Source: an optimization exercise on an open RTL-to-GDS flow (aim: small area, a short achievable clock period and few clock cycles per item). Production flows keep margins and buffers that such runs may drop. RTL that was checked went through simulation tests only; none was proved equivalent to the original.

== wip/fjord ==
## ifft_core
module ifft_core #(
    parameter int N     = 16,
    parameter int LOG2N = 4,
    parameter int DW    = 8,
    parameter int TW    = 8
) (
    input  logic          clk,
    input  logic          rst,
    input  logic          in_valid,
    output logic          in_ready,
    input  logic [DW-1:0] in_re,
    input  logic [DW-1:0] in_im,
    output logic          out_valid,
    input  logic          out_ready,
    output logic [DW-1:0] out_re,
    output logic [DW-1:0] out_im,
    output logic          out_last,
    output logic          busy
);
Size in the first run: about 610 flip-flops, about 34000 µm² of cells after synthesis.
==> flow/config.mk <==
export PLATFORM = sky130hd
export DESIGN_NAME = ifft_core
export DESIGN_NICKNAME = ifft_core
export VERILOG_FILES = /design/flow/design.v
export SDC_FILE = /design/flow/constraint.sdc
export NUM_CORES = 4
export LEC_CHECK = 0
export CAP_MARGIN = 20
export CORE_MARGIN = 2
export CORE_UTILIZATION = 25
export PLACE_DENSITY = 0.45
export SLEW_MARGIN = 20
==> flow/constraint.sdc <==
create_clock -name core_clock -period 15.0 [get_ports {clk}]
set_input_delay 3.0000 -clock core_clock [delete_from_list [all_inputs] [get_ports {clk}]]
set_output_delay 3.0000 -clock core_clock [all_outputs]
set_load 0.01 [all_outputs]
standard.sh (not shown) runs the stock make flow with config.mk's settings and CLKGATE_MAP_FILE= SYNTH_SCRIPT=/design/flow/synth_recipe.tcl, a recipe that flattens the netlist after the stock synthesis.
==> flow/flow/run.sh <==
#!/bin/bash
# Standard layout, with timing repair asked to leave SETUP_SLACK_MARGIN ns of
# setup slack at the design's clock (so it works towards a shorter period),
# and a clock tree of smaller buffers without dummy balancing loads.
# The synthesis is the standard one, unchanged. Each step's output goes to a log here.
set -euo pipefail
MARGIN=$(cat flow/margin.txt)
CTS="$(cat flow/cts_args.txt)"
bash standard.sh synth > synth.log 2>&1
bash standard.sh SETUP_SLACK_MARGIN="$MARGIN" CTS_ARGS="$CTS" finish > layout.log 2>&1
==> flow/flow/cts_args.txt <==
-sink_clustering_enable -repair_clock_nets -dont_use_dummy_load -sink_clustering_size 10 -sink_clustering_max_diameter 60 -buf_list sky130_fd_sc_hd__clkbuf_4
==> flow/flow/margin.txt <==
10.6
wip/fjord went all the way through synthesis, placement and routing and the layout is clean on timing, DRC and antenna.
Testbench counts of wip/fjord, summed over its fixed seeds: cycles 4,360, frames 256.
Input-level comparison between wip/sierra and wip/fjord:
==> flow/flow/cts_args.txt <==
-sink_clustering_enable -repair_clock_nets -dont_use_dummy_load -sink_clustering_size 24 -buf_list sky130_fd_sc_hd__clkbuf_8
==> flow/flow/margin.txt <==
10.8
==> comparison <==
wip/sierra completed end to end with timing, DRC and antenna clean.
Taking wip/fjord as the reference, in wip/sierra total placed instance area did not really move, global-route usage stayed essentially flat.
Fraction of layout cells with a size suffix above 1 (lower): wip/sierra
Taking wip/fjord as the reference, in wip/sierra number of placed instances with taps included saw little to no change; number of global-route vias before repair saw a decrease.
Looking at launch point of the critical path, the in_ready_q$_DFF_PN1_ result is from wip/fjord; the c_q[11]$_DFFE_PN0P_ one comes from wip/sierra.
Relative to wip/fjord, insertion delay of the later-clocked pin in the worst-skew pair has gone down in wip/sierra.
diff inputs: wip/sierra => wip/tundra
==> flow/flow/margin.txt <==
10.55
The clock skew of wip/tundra is higher than that of wip/sierra.
Re global routing usage on met1: wip/tundra is 0.55 points down on wip/sierra.
On delay of the slowest critical-path stage: wip/tundra sits above wip/sierra.
wip/sierra → wip/tundra: total area of multi-input combinational cells rose 160 µm²; count of placed standard cells in the final layout, fillers left out now larger.
Critical path depth: wip/tundra vs wip/sierra up 1
wip/tundra closes out successfully: all stages finished, all timing, DRC and antenna checks passed.
Area used by sequential logic in the layout: wip/sierra vs wip/tundra, no meaningful difference
In terms of met2 demand-to-capacity share in global routing, wip/tundra and wip/sierra differ only marginally.
Met3 usage: wip/tundra vs wip/sierra — no meaningful difference
Modified inputs, wip/ember compared to wip/tundra
# wip/tundra
export LEC_CHECK = 0
export CAP_MARGIN = 20
export CORE_MARGIN = 2
export CORE_UTILIZATION = 25
export PLACE_DENSITY = 0.45
export SLEW_MARGIN = 20
create_clock -name core_clock -period 15.0 [get_ports {clk}]
# wip/ember
export LEC_CHECK = 0
export CAP_MARGIN = 20
export CORE_MARGIN = 2
export CORE_UTILIZATION = 35
export PLACE_DENSITY = 0.55
export SLEW_MARGIN = 20
create_clock -name core_clock -period 15.0 [get_ports {clk}]
==> flow/flow/margin.txt <==
10.6
### Flow results
- Register-to-register slack, wip/tundra and wip/ember: smaller value in wip/ember
- As of wip/ember, total number of vias had risen slightly compared to wip/tundra.
Inputs modified between wip/ember and wip/indigo:
# wip/ember
export LEC_CHECK = 0
export CAP_MARGIN = 20
export CORE_MARGIN = 2
export CORE_UTILIZATION = 35
export PLACE_DENSITY = 0.55
export SLEW_MARGIN = 20
create_clock -name core_clock -period 15.0 [get_ports {clk}]
# wip/indigo
export LEC_CHECK = 0
export CAP_MARGIN = 20
export CORE_MARGIN = 2
export CORE_UTILIZATION = 25
export PLACE_DENSITY = 0.45
export SLEW_MARGIN = 20
create_clock -name core_clock -period 15.0 [get_ports {clk}]
==> flow/flow/margin.txt <==
10.65
Notes after the runs:
Per the final summary, wip/indigo finished and its layout is clean on timing, DRC and antenna.
Relative to wip/ember, overall track demand over capacity in global routing has decreased by 3.9 points in wip/indigo.
Delta (wip/indigo minus wip/ember): die area climbed about 40%; worst hold slack across all endpoints went down.
Final area for wip/indigo is higher than for wip/ember.
Synthesis-to-layout area growth: lower on wip/ember
Modified inputs, wip/onyx compared to wip/indigo
# wip/indigo
export LEC_CHECK = 0
export CAP_MARGIN = 20
export CORE_MARGIN = 2
export CORE_UTILIZATION = 25
export PLACE_DENSITY = 0.45
export SLEW_MARGIN = 20
create_clock -name core_clock -period 15.0 [get_ports {clk}]
# wip/onyx
export LEC_CHECK = 0
export CAP_MARGIN = 20
export CORE_MARGIN = 2
export CORE_UTILIZATION = 25
export PLACE_DENSITY = 0.6
export SLEW_MARGIN = 20
create_clock -name core_clock -period 15.0 [get_ports {clk}]
==> flow/flow/margin.txt <==
10.6
wip/onyx vs. wip/indigo: share of the cycle needed by the critical path after routing roughly the same.

========
Another version of the RTL of ifft_core (not shown whole).
Size in the first run: about 560 flip-flops, roughly 40 I/O pins.
Settings: LEC_CHECK=0, CAP_MARGIN=20, CORE_MARGIN=2, CORE_UTILIZATION=25, PLACE_DENSITY=0.45, SLEW_MARGIN=20; clock period 15.0 ns.
run.sh (not shown) runs the stock make flow with config.mk's settings and CLKGATE_MAP_FILE= SYNTH_SCRIPT=/design/flow/synth_recipe.tcl, a recipe that flattens the netlist after the stock synthesis.
Stock flow here: none of the scripts above is used.
Edit:
Settings changed: ABC_CLOCK_PERIOD_IN_PS set to 4000.
=>
- The changed run finished with timing, DRC and antenna clean
- utilization stays the same
- worst hold slack does not change
- area after synthesis stays the same
- die area stays the same
Edit:
Settings changed: CAP_MARGIN 20 to 50, SLEW_MARGIN 20 to 70.
Outcome: First-iteration DRC count drops by 4.7%. Die area is unchanged. Flip-flop and latch count is unchanged. Worst setup slack gets better by 250 ps. Fmax grows by 3.9%.
Function was not checked in any run of this note: the RTL went through the layout flow alone.

========
Setup of run 1:
Another version of the RTL of ifft_core (not shown whole).
Size in the first run: about 2700 cells after synthesis, roughly 560 flip-flops, ~40 I/O pins, ~33000 sq um of cells after synthesis.
export LEC_CHECK = 0
export CAP_MARGIN = 20
export CORE_MARGIN = 2
export CORE_UTILIZATION = 25
export PLACE_DENSITY = 0.45
export SLEW_MARGIN = 20
create_clock -name core_clock -period 15.0 [get_ports {clk}]
standard.sh (not shown) runs the stock make flow with config.mk's settings and CLKGATE_MAP_FILE= SYNTH_SCRIPT=/design/flow/synth_recipe.tcl, a recipe that flattens the netlist after the stock synthesis.
==> flow/flow/run.sh <==
#!/bin/bash
# Standard layout, with timing repair asked to leave SETUP_SLACK_MARGIN ns of
# setup slack at the design's clock (so it works towards a shorter period).
# The synthesis is the standard one, unchanged. Each step's output goes to a log here.
set -euo pipefail
MARGIN=$(cat flow/margin.txt)
bash standard.sh synth > synth.log 2>&1
bash standard.sh SETUP_SLACK_MARGIN="$MARGIN" finish > layout.log 2>&1
==> flow/flow/margin.txt <==
10.5
Testbench counts of run 1, summed over its fixed seeds: cycles 4,344, frames 256.
--- input diff run 1..run 2 ---
==> flow/run.sh (new file) <==
#!/bin/bash
# synth_recipe.tcl (not shown) runs the flow's synth.tcl, then flattens the netlist and writes it again
# the make line also repeats each setting of config.mk as NAME=value (left out here)
make -C /OpenROAD-flow-scripts/flow DESIGN_CONFIG=/design/flow/config.mk WORK_HOME=/design/flow/orfs CLKGATE_MAP_FILE= SYNTH_SCRIPT=/design/flow/synth_recipe.tcl finish
removed: flow/flow/run.sh
removed: flow/flow/margin.txt
removed: flow/standard.sh
--- outcome ---
Run 2 vs run 1: final instance area down by a few percent. Run 2: no failed stages, no open violations at the end. No stage failed in run 1, and the final checks on the layout all came back clean. The global-route usage in run 2 was lower than what run 1 gave.
The inputs of run 3 differ from those of run 2 as listed below.
==> flow/flow/run.sh (new file) <==
#!/bin/bash
# Standard layout, with timing repair asked to leave SETUP_SLACK_MARGIN ns of
# setup slack at the design's clock (so it works towards a shorter period).
# The synthesis is the standard one, unchanged. Each step's output goes to a log here.
set -euo pipefail
MARGIN=$(cat flow/margin.txt)
bash standard.sh synth > synth.log 2>&1
bash standard.sh SETUP_SLACK_MARGIN="$MARGIN" finish > layout.log 2>&1
==> flow/flow/margin.txt (new file) <==
11.0
==> flow/standard.sh (new file) <==
#!/bin/bash
# synth_recipe.tcl (not shown) runs the flow's synth.tcl, then flattens the netlist and writes it again
# the make line also repeats each setting of config.mk as NAME=value (left out here)
make -C /OpenROAD-flow-scripts/flow DESIGN_CONFIG=/design/flow/config.mk WORK_HOME=/design/flow/orfs CLKGATE_MAP_FILE= SYNTH_SCRIPT=/design/flow/synth_recipe.tcl "${@:-finish}"
removed: flow/run.sh
### Flow results
Top achievable clock speed (run 2 / run 3): 0.863. Changes observed in run 3 relative to run 2: wire length on met2 saw an increase, minimum setup slack in the final design saw an increase, routed wire length saw an increase.

========
ifft_core, a different RTL version from the one above (not shown whole).
Size: about 2,800 cells after synthesis, about 610 flip-flops, about 40 I/O pins, roughly 35,000 um2 of cells after synthesis.
==> flow/design.v (excerpt) <==
module ifft_core #(
    parameter int N     = 16,
    parameter int LOG2N = 4,
    parameter int DW    = 8,
    parameter int TW    = 8
) (
    input  logic          clk,
    input  logic          rst,
    input  logic          in_valid,
    output logic          in_ready,
    input  logic [DW-1:0] in_re,
    input  logic [DW-1:0] in_im,
    output logic          out_valid,
    input  logic          out_ready,
    output logic [DW-1:0] out_re,
    output logic [DW-1:0] out_im,
    output logic          out_last,
    output logic          busy
);
clock: 15.0 ns
lec_check: 0
cap_margin: 20
core_margin: 2
core_utilization: 25
place_density: 0.45
slew_margin: 20
==> flow/flow/run.sh <==
#!/bin/bash
# Standard layout, with timing repair asked to leave SETUP_SLACK_MARGIN ns of
# setup slack at the design's clock (so it works towards a shorter period),
# and a clock tree of smaller buffers without dummy balancing loads.
# The synthesis is the standard one, unchanged. Each step's output goes to a log here.
set -euo pipefail
MARGIN=$(cat flow/margin.txt)
CTS="$(cat flow/cts_args.txt)"
bash standard.sh synth > synth.log 2>&1
bash standard.sh SETUP_SLACK_MARGIN="$MARGIN" CTS_ARGS="$CTS" finish > layout.log 2>&1
==> flow/flow/cts_args.txt <==
-sink_clustering_enable -repair_clock_nets -dont_use_dummy_load -sink_clustering_size 24 -buf_list sky130_fd_sc_hd__clkbuf_8
==> flow/flow/margin.txt <==
10.75
Next try:
==> flow/flow/margin.txt (replaced) <==
10.6
=>
- synthesized cell count stays the same
- routed wire length climbs by 0.69%
- design area decreases by 0.88%
- sequential share of layout area is higher by 0.42 points
- clock skew grows by 4.6 ps
- fmax went down by 0.62%
- clock-buffer cell count is lower by 1
- die area is unchanged
No functional check of the RTL was part of any run of this note.

========
ifft_core with an RTL version that a note above also has.
For scale: about 2800 cells after synthesis, ~610 flip-flops, about 40 I/O pins, ~0.034 sq mm of cells after synthesis.
clock: 15.0 ns
lec_check: 0
cap_margin: 20
core_margin: 2
core_utilization: 25
place_density: 0.45
slew_margin: 20
==> flow/flow/cts_args.txt <==
-sink_clustering_enable -repair_clock_nets -dont_use_dummy_load -sink_clustering_size 20 -sink_clustering_max_diameter 100 -buf_list sky130_fd_sc_hd__clkbuf_16
==> flow/flow/margin.txt <==
10.6
Scripts as last shown in full above: flow/flow/run.sh
The baseline went through all stages and came out clean.
Testbench counts at the start, summed over its fixed seeds: cycles 4,360, frames 256.
==> next run, changes <==
==> flow/flow/cts_args.txt (replaced) <==
-sink_clustering_enable -repair_clock_nets -dont_use_dummy_load -sink_clustering_size 24 -buf_list sky130_fd_sc_hd__clkbuf_8
--- a/flow/config.mk
+++ b/flow/config.mk
@@ -9,4 +9,4 @@
 export CORE_MARGIN = 2
-export CORE_UTILIZATION = 25
-export PLACE_DENSITY = 0.45
+export CORE_UTILIZATION = 50
+export PLACE_DENSITY = 0.7
 export SLEW_MARGIN = 20
After rerunning: Area after synthesis does not change; core utilization grows by 27 points; final cell count is lower by 19%; design area is lower by 2.9%; register-to-register slack loses 110 ps; wire length went down by 6.0%; setup slack got worse by 110 ps.
==> next run, changes <==
--- a/flow/config.mk
+++ b/flow/config.mk
@@ -9,4 +9,5 @@
 export CORE_MARGIN = 2
-export CORE_UTILIZATION = 50
-export PLACE_DENSITY = 0.7
+export CORE_UTILIZATION = 25
+export GPL_TIMING_DRIVEN = 1
+export PLACE_DENSITY = 0.45
 export SLEW_MARGIN = 20
Die area rises by well over a third.
Setup slack gets better by 58 ps.
Via count falls slightly.
First-iteration DRC count falls by a quarter to a third.

========
## job 101
ifft_core, a different RTL version from the one above (not shown whole).
Size in the first run: roughly 2800 cells after synthesis, roughly 40 I/O pins, roughly 35000 um2 of cells after synthesis.
==> flow/config.mk <==
export PLATFORM = sky130hd
export DESIGN_NAME = ifft_core
export DESIGN_NICKNAME = ifft_core
export VERILOG_FILES = /design/flow/design.v
export SDC_FILE = /design/flow/constraint.sdc
export NUM_CORES = 4
export LEC_CHECK = 0
export CAP_MARGIN = 20
export CORE_MARGIN = 2
export CORE_UTILIZATION = 25
export PLACE_DENSITY = 0.45
export SLEW_MARGIN = 20
==> flow/constraint.sdc <==
create_clock -name core_clock -period 15.0 [get_ports {clk}]
set_input_delay 3.0000 -clock core_clock [delete_from_list [all_inputs] [get_ports {clk}]]
set_output_delay 3.0000 -clock core_clock [all_outputs]
set_load 0.01 [all_outputs]
==> flow/flow/run.sh <==
#!/bin/bash
# Standard layout, with timing repair asked to leave SETUP_SLACK_MARGIN ns of
# setup slack at the design's clock (so it works towards a shorter period).
# The synthesis is the standard one, unchanged. Each step's output goes to a log here.
set -euo pipefail
MARGIN=$(cat flow/margin.txt)
bash standard.sh synth > synth.log 2>&1
bash standard.sh SETUP_SLACK_MARGIN="$MARGIN" finish > layout.log 2>&1
==> flow/flow/margin.txt <==
11.0
Job 101 has completed all stages; timing, DRC and antenna checks passed.
Testbench counts of job 101, summed over its fixed seeds: cycles 4,360, frames 256.
--- input diff job 101..job 102 ---
==> flow/flow/margin.txt <==
10.6
Findings:
- The run showing the greater via count is job 101.
- Re post-placement worst setup slack: job 101 and job 102 aren't equal, and the higher value belongs to job 101.
- Taking job 101 as the reference, in job 102 data arrival at the endpoint of the critical path higher; end-of-flow core utilization went down; final setup slack of the worst path higher; number of nets in the layout dropped 57.
Setup changes, job 102 to job 103
==> flow/flow/margin.txt <==
10.3
==> results.txt <==
Job 103 completed end to end with timing, DRC and antenna clean. The higher post-layout utilization of the core of job 103 and job 102 is in job 102. In terms of number of enable-type register cells in the synthesized netlist, job 103 and job 102 differ only marginally. In the reports for job 103 and job 102, the smaller worst slack at placement belongs to job 103. Job 102 → job 103: time the final worst path needs with I/O delays and setup rose by 0.16 ns.

-- what the ideal ports hide --
The flow's constraints put no driver on any port. The routed layouts listed below were extracted and timed again, unchanged, in two steps.
Step 1 (the two cells are an assumption about what drives the block):
set clk [get_ports {clk}]
set_driving_cell -lib_cell sky130_fd_sc_hd__clkbuf_16 $clk
set_driving_cell -lib_cell sky130_fd_sc_hd__buf_2 [delete_from_list [all_inputs] $clk]
Step 2 moves the port delays by t, midway between the first and last clock arrival at a register: inputs arrive t later, outputs are due t later. That takes back most of the time a late clock gives input paths.
Slacks: ideal / step 1 / step 2; pairs: ideal / step 1.
run | t (ns) | slack for setup (ns) | worst data-port slew with drivers (ns)
wip/fjord | 0.985 | 10.331 / 10.266 / 9.771 | 0.06
wip/sierra | 0.801 | 10.483 / 10.483 / 10.182 | 0.06
wip/tundra | 0.809 | 10.438 / 10.372 / 9.982 | 0.04
wip/ember | 0.766 | 10.406 / 10.406 / 10.019 | 0.04
wip/indigo | 0.813 | 10.447 / 10.447 / 9.951 | 0.06
wip/onyx | 0.778 | 10.459 / 10.459 / 10.086 | 0.06
the first run of note 2 | 0.711 | 8.409 / 8.409 / 8.409 | 0.12
the second run of note 2 | 0.711 | 8.409 / 8.409 / 8.409 | 0.12
the third run of note 2 | 0.720 | 8.657 / 8.657 / 8.657 | 0.14
run 1 | 0.700 | 9.919 / 9.919 / 9.866 | 0.06
run 2 | 0.698 | 9.144 / 9.144 / 9.144 | 0.19
run 3 | 0.711 | 9.948 / 9.948 / 9.948 | 0.13
the first run of note 4 | 0.807 | 10.619 / 10.551 / 10.173 | 0.05
the second run of note 4 | 0.832 | 10.592 / 10.524 / 10.141 | 0.06
the first run of note 5 | 0.655 | 10.572 / 10.572 / 10.096 | 0.06
the second run of note 5 | 0.726 | 10.464 / 10.464 / 9.982 | 0.04
the third run of note 5 | 0.811 | 10.522 / 10.457 / 9.879 | 0.05
job 101 | 0.724 | 10.569 / 10.501 / 10.295 | 0.04
job 102 | 0.730 | 10.593 / 10.549 / 10.139 | 0.04
job 103 | 0.726 | 10.429 / 10.361 / 9.824 | 0.05
After both steps every run listed still meets setup and hold. For the third run of note 5, which loses most, drivers alone change the setup slack by -0.065 ns; drivers and shift together by -0.643 ns.
